Background: an optimization exercise with open tools, aiming at small area. Do not read the settings as production practice. Only simulation tests tie the RTL to the original design; equivalence was not proved. No activity file was given, so power comes from the tool's default toggle rates.

Setup of 05-14:
==> flow/design.v <==
package dmem_pkg;
  localparam logic [2:0] F3_B  = 3'b000;
  localparam logic [2:0] F3_H  = 3'b001;
  localparam logic [2:0] F3_W  = 3'b010;
  localparam logic [2:0] F3_BU = 3'b100;
  localparam logic [2:0] F3_HU = 3'b101;
  typedef enum logic {
    CLEAR,
    READY
  } dmem_state_t;
endpackage
module dmem_bit_next
(
  input  logic q,
  input  logic wr,
  input  logic col_n,
  input  logic hold,
  output logic d
);
  assign d = ~((q | wr) & (col_n | hold));
endmodule
module dmem_rd_pair
(
  input  logic q0,
  input  logic sel0_n,
  input  logic q1,
  input  logic sel1_n,
  output logic y
);
  assign y = ~((q0 | sel0_n) & (q1 | sel1_n));
endmodule
module dmem_rd_col
#(
  parameter int unsigned DEPTH = 64
) (
  input  logic [DEPTH-1:0] q,
  input  logic [DEPTH-1:0] sel_n,
  output logic             y_n
);
  logic [DEPTH/2-1:0] p;
  for (genvar k = 0; k < DEPTH/2; k++) begin : g_pair
    dmem_rd_pair u_pair (
      .q0     (q[2*k]),
      .sel0_n (sel_n[2*k]),
      .q1     (q[2*k+1]),
      .sel1_n (sel_n[2*k+1]),
      .y      (p[k])
    );
  end
  assign y_n = |p;
endmodule
module byte_data_memory
#(
  parameter int unsigned DEPTH          = 64,
  parameter bit          CLEAR_ON_RESET = 1'b1
) (
  input  logic        clk,
  input  logic        reset,
  input  logic        req_valid,
  output logic        req_ready,
  input  logic        req_we,
  input  logic [2:0]  req_funct3,
  input  logic [31:0] req_addr,
  input  logic [31:0] req_wdata,
  output logic        rsp_valid,
  output logic [31:0] rsp_rdata,
  output logic        rsp_err,
  output logic        clear_busy
);
  localparam int unsigned AW = $clog2(DEPTH);
  logic [32*DEPTH-1:0]   mem_q;
  dmem_pkg::dmem_state_t state;
  logic [AW-1:0] sweep_cnt;
  logic          phase;
  logic          clearing;
  logic          sweep_sel;
  logic [AW-1:0] idx;
  logic          out_of_range;
  logic          misaligned;
  logic          illegal;
  logic          err;
  logic          accept;
  logic [3:0]    be;
  logic [31:0]   wdata_lane;
  logic [31:0]   rword;
  logic          rload_q;
  logic [31:0]   rcol_q;
  logic [2:0]    rf3_q;
  logic [1:0]    rlo_q;
  assign clearing   = (state == dmem_pkg::CLEAR);
  assign req_ready  = (state == dmem_pkg::READY);
  assign clear_busy = clearing;
  assign phase      = sweep_cnt[0];
  assign accept     = req_valid && req_ready;
  assign idx          = req_addr[2 +: AW];
  assign out_of_range = |req_addr[31:2+AW];
  always_comb begin
    be         = '0;
    wdata_lane = '0;
    misaligned = 1'b0;
    illegal    = 1'b0;
    case (req_funct3)
      dmem_pkg::F3_B: begin
        be         = 4'b0001 << req_addr[1:0];
        wdata_lane = {4{req_wdata[7:0]}};
      end
      dmem_pkg::F3_H: begin
        misaligned = req_addr[0];
        be         = req_addr[1] ? 4'b1100 : 4'b0011;
        wdata_lane = {2{req_wdata[15:0]}};
      end
      dmem_pkg::F3_W: begin
        misaligned = |req_addr[1:0];
        be         = '1;
        wdata_lane = req_wdata;
      end
      dmem_pkg::F3_BU: begin
        illegal = req_we;
      end
      dmem_pkg::F3_HU: begin
        illegal    = req_we;
        misaligned = req_addr[0];
      end
      default: illegal = 1'b1;
    endcase
  end
  assign err = out_of_range || misaligned || illegal;
  always_ff @(posedge clk) begin
    if (reset) begin
      state     <= CLEAR_ON_RESET ? dmem_pkg::CLEAR : dmem_pkg::READY;
      sweep_cnt <= '0;
      sweep_sel <= CLEAR_ON_RESET;
      rsp_valid <= 1'b0;
      rsp_err   <= 1'b0;
      rload_q   <= 1'b0;
    end else begin
      if (clearing && sweep_cnt == AW'(DEPTH - 1)) begin
        state     <= dmem_pkg::READY;
        sweep_sel <= 1'b0;
      end
      sweep_cnt <= sweep_cnt + 1'b1;
      rsp_valid <= accept;
      rsp_err   <= accept && err;
      rload_q   <= accept && !req_we && !err;
    end
  end
  logic [AW-1:0]    widx;
  logic [DEPTH-1:0] wsel;
  assign widx = sweep_sel ? sweep_cnt : idx;
  always_comb begin
    for (int r = 0; r < DEPTH; r++) wsel[r] = (widx == AW'(r));
  end
  logic          wen;
  logic [3:0]    lane_on;
  logic [31:0]   col_n;
  assign wen = clearing || (accept && req_we && !err);
  always_comb begin
    for (int l = 0; l < 4; l++) begin
      lane_on[l] = clearing || be[l];
      for (int b = 8*l; b < 8*l + 8; b++) begin
        col_n[b] = lane_on[l] ? ((!clearing && wdata_lane[b]) ^ phase) : 1'b1;
      end
    end
  end
  logic [32*DEPTH-1:0] mem_d;
  for (genvar r = 0; r < DEPTH; r++) begin : g_row
    logic       hold;
    logic [3:0] wr;
    assign hold = !(wen && wsel[r]);
    assign wr   = {4{wen && wsel[r]}} & lane_on;
    for (genvar b = 0; b < 32; b++) begin : g_bit
      dmem_bit_next u_next (
        .q     (mem_q[32*r + b]),
        .wr    (wr[b/8]),
        .col_n (col_n[b]),
        .hold  (hold),
        .d     (mem_d[32*r + b])
      );
    end
  end
  always_ff @(posedge clk) begin
    mem_q <= mem_d;
  end
  logic [DEPTH-1:0] rsel_n;
  logic [31:0]      rcol_n;
  assign rsel_n = ~wsel;
  for (genvar b = 0; b < 32; b++) begin : g_col
    logic [DEPTH-1:0] q;
    for (genvar r = 0; r < DEPTH; r++) begin : g_q
      assign q[r] = mem_q[32*r + b];
    end
    dmem_rd_col #(.DEPTH(DEPTH)) u_col (
      .q     (q),
      .sel_n (rsel_n),
      .y_n   (rcol_n[b])
    );
  end
  always_ff @(posedge clk) begin
    rcol_q <= rcol_n;
    rf3_q  <= req_funct3;
    rlo_q  <= req_addr[1:0];
  end
  assign rword = (rcol_q ^ {32{phase}}) & {32{rload_q}};
  always_comb begin
    logic [7:0]  rbyte;
    logic [15:0] rhalf;
    logic        rsign;
    rbyte = rword[{rlo_q, 3'b000} +: 8];
    rhalf = rword[{rlo_q[1], 4'b0000} +: 16];
    rsign = !rf3_q[2] && (rf3_q[0] ? rhalf[15] : rbyte[7]);
    if (rf3_q[1])      rsp_rdata = rword;
    else if (rf3_q[0]) rsp_rdata = {{16{rsign}}, rhalf};
    else               rsp_rdata = {{24{rsign}}, rbyte};
  end
endmodule
Settings: LEC_CHECK=0, CAP_MARGIN=20, CORE_MARGIN=2, CORE_UTILIZATION=40, CTS_CLUSTER_DIAMETER=80, CTS_CLUSTER_SIZE=24, GPL_TIMING_DRIVEN=0, SETUP_SLACK_MARGIN=0.3, SLEW_MARGIN=20, SYNTH_HIERARCHICAL=1; clock period 5.0 ns.
run.sh (not shown) runs the stock make flow with config.mk's settings and CLKGATE_MAP_FILE= SYNTH_SCRIPT=/design/flow/synth_recipe.tcl, a recipe that flattens the netlist after the stock synthesis.
05-14 had finished all stages when the layout checks came back failing, citing max-capacitance violations, max-slew violations.
What 04-02 does differently from 05-14 at the input level:
- GPL_TIMING_DRIVEN no longer set, was 0
- SETUP_SLACK_MARGIN no longer set, was 0.3
[summary]
Row maximum frequency: 04-02 lower / 05-14 higher
04-02 had finished all stages when the layout checks came back failing, citing negative setup slack.
Taking 05-14 as the reference, in 04-02 total wire length after detailed routing now sits at about the same level; fraction of power spent switching nets now sits higher; pre-CTS setup slack now sits higher; worst hold margin flat.

## afterwards: timing with drivers on the ports
The flow's constraints put no driver on any port. The routed layouts listed below were extracted and timed again, unchanged, in two steps. Step 1 assumes that a clkbuf_16 drives the clock port and a buf_2 every other input. Step 2 moves the port delays by t, midway between the first and last clock arrival at a register: inputs arrive t later, outputs are due t later. That takes back most of the time a late clock gives input paths. a / b / c = no drivers / after step 1 / after step 2; a / b = the first two.
| run | shift t [ns] | slack for setup (ns) | hold slack, ns | worst register clock-pin slew, ns | worst data-port slew with drivers (ns) |
|---|---|---|---|---|---|
| 05-14 | 0.865 | 0.118 / 0.173 / -0.692 | 0.447 / 0.447 / 0.447 | 0.10 / 0.10 | 0.17 |
| 04-02 | 0.861 | -0.114 / -0.046 / -0.908 | 0.445 / 0.445 / 0.445 | 0.10 / 0.10 | 0.14 |
For 05-14, which loses most, drivers alone change the setup slack by +0.055 ns; drivers and shift together by -0.810 ns.
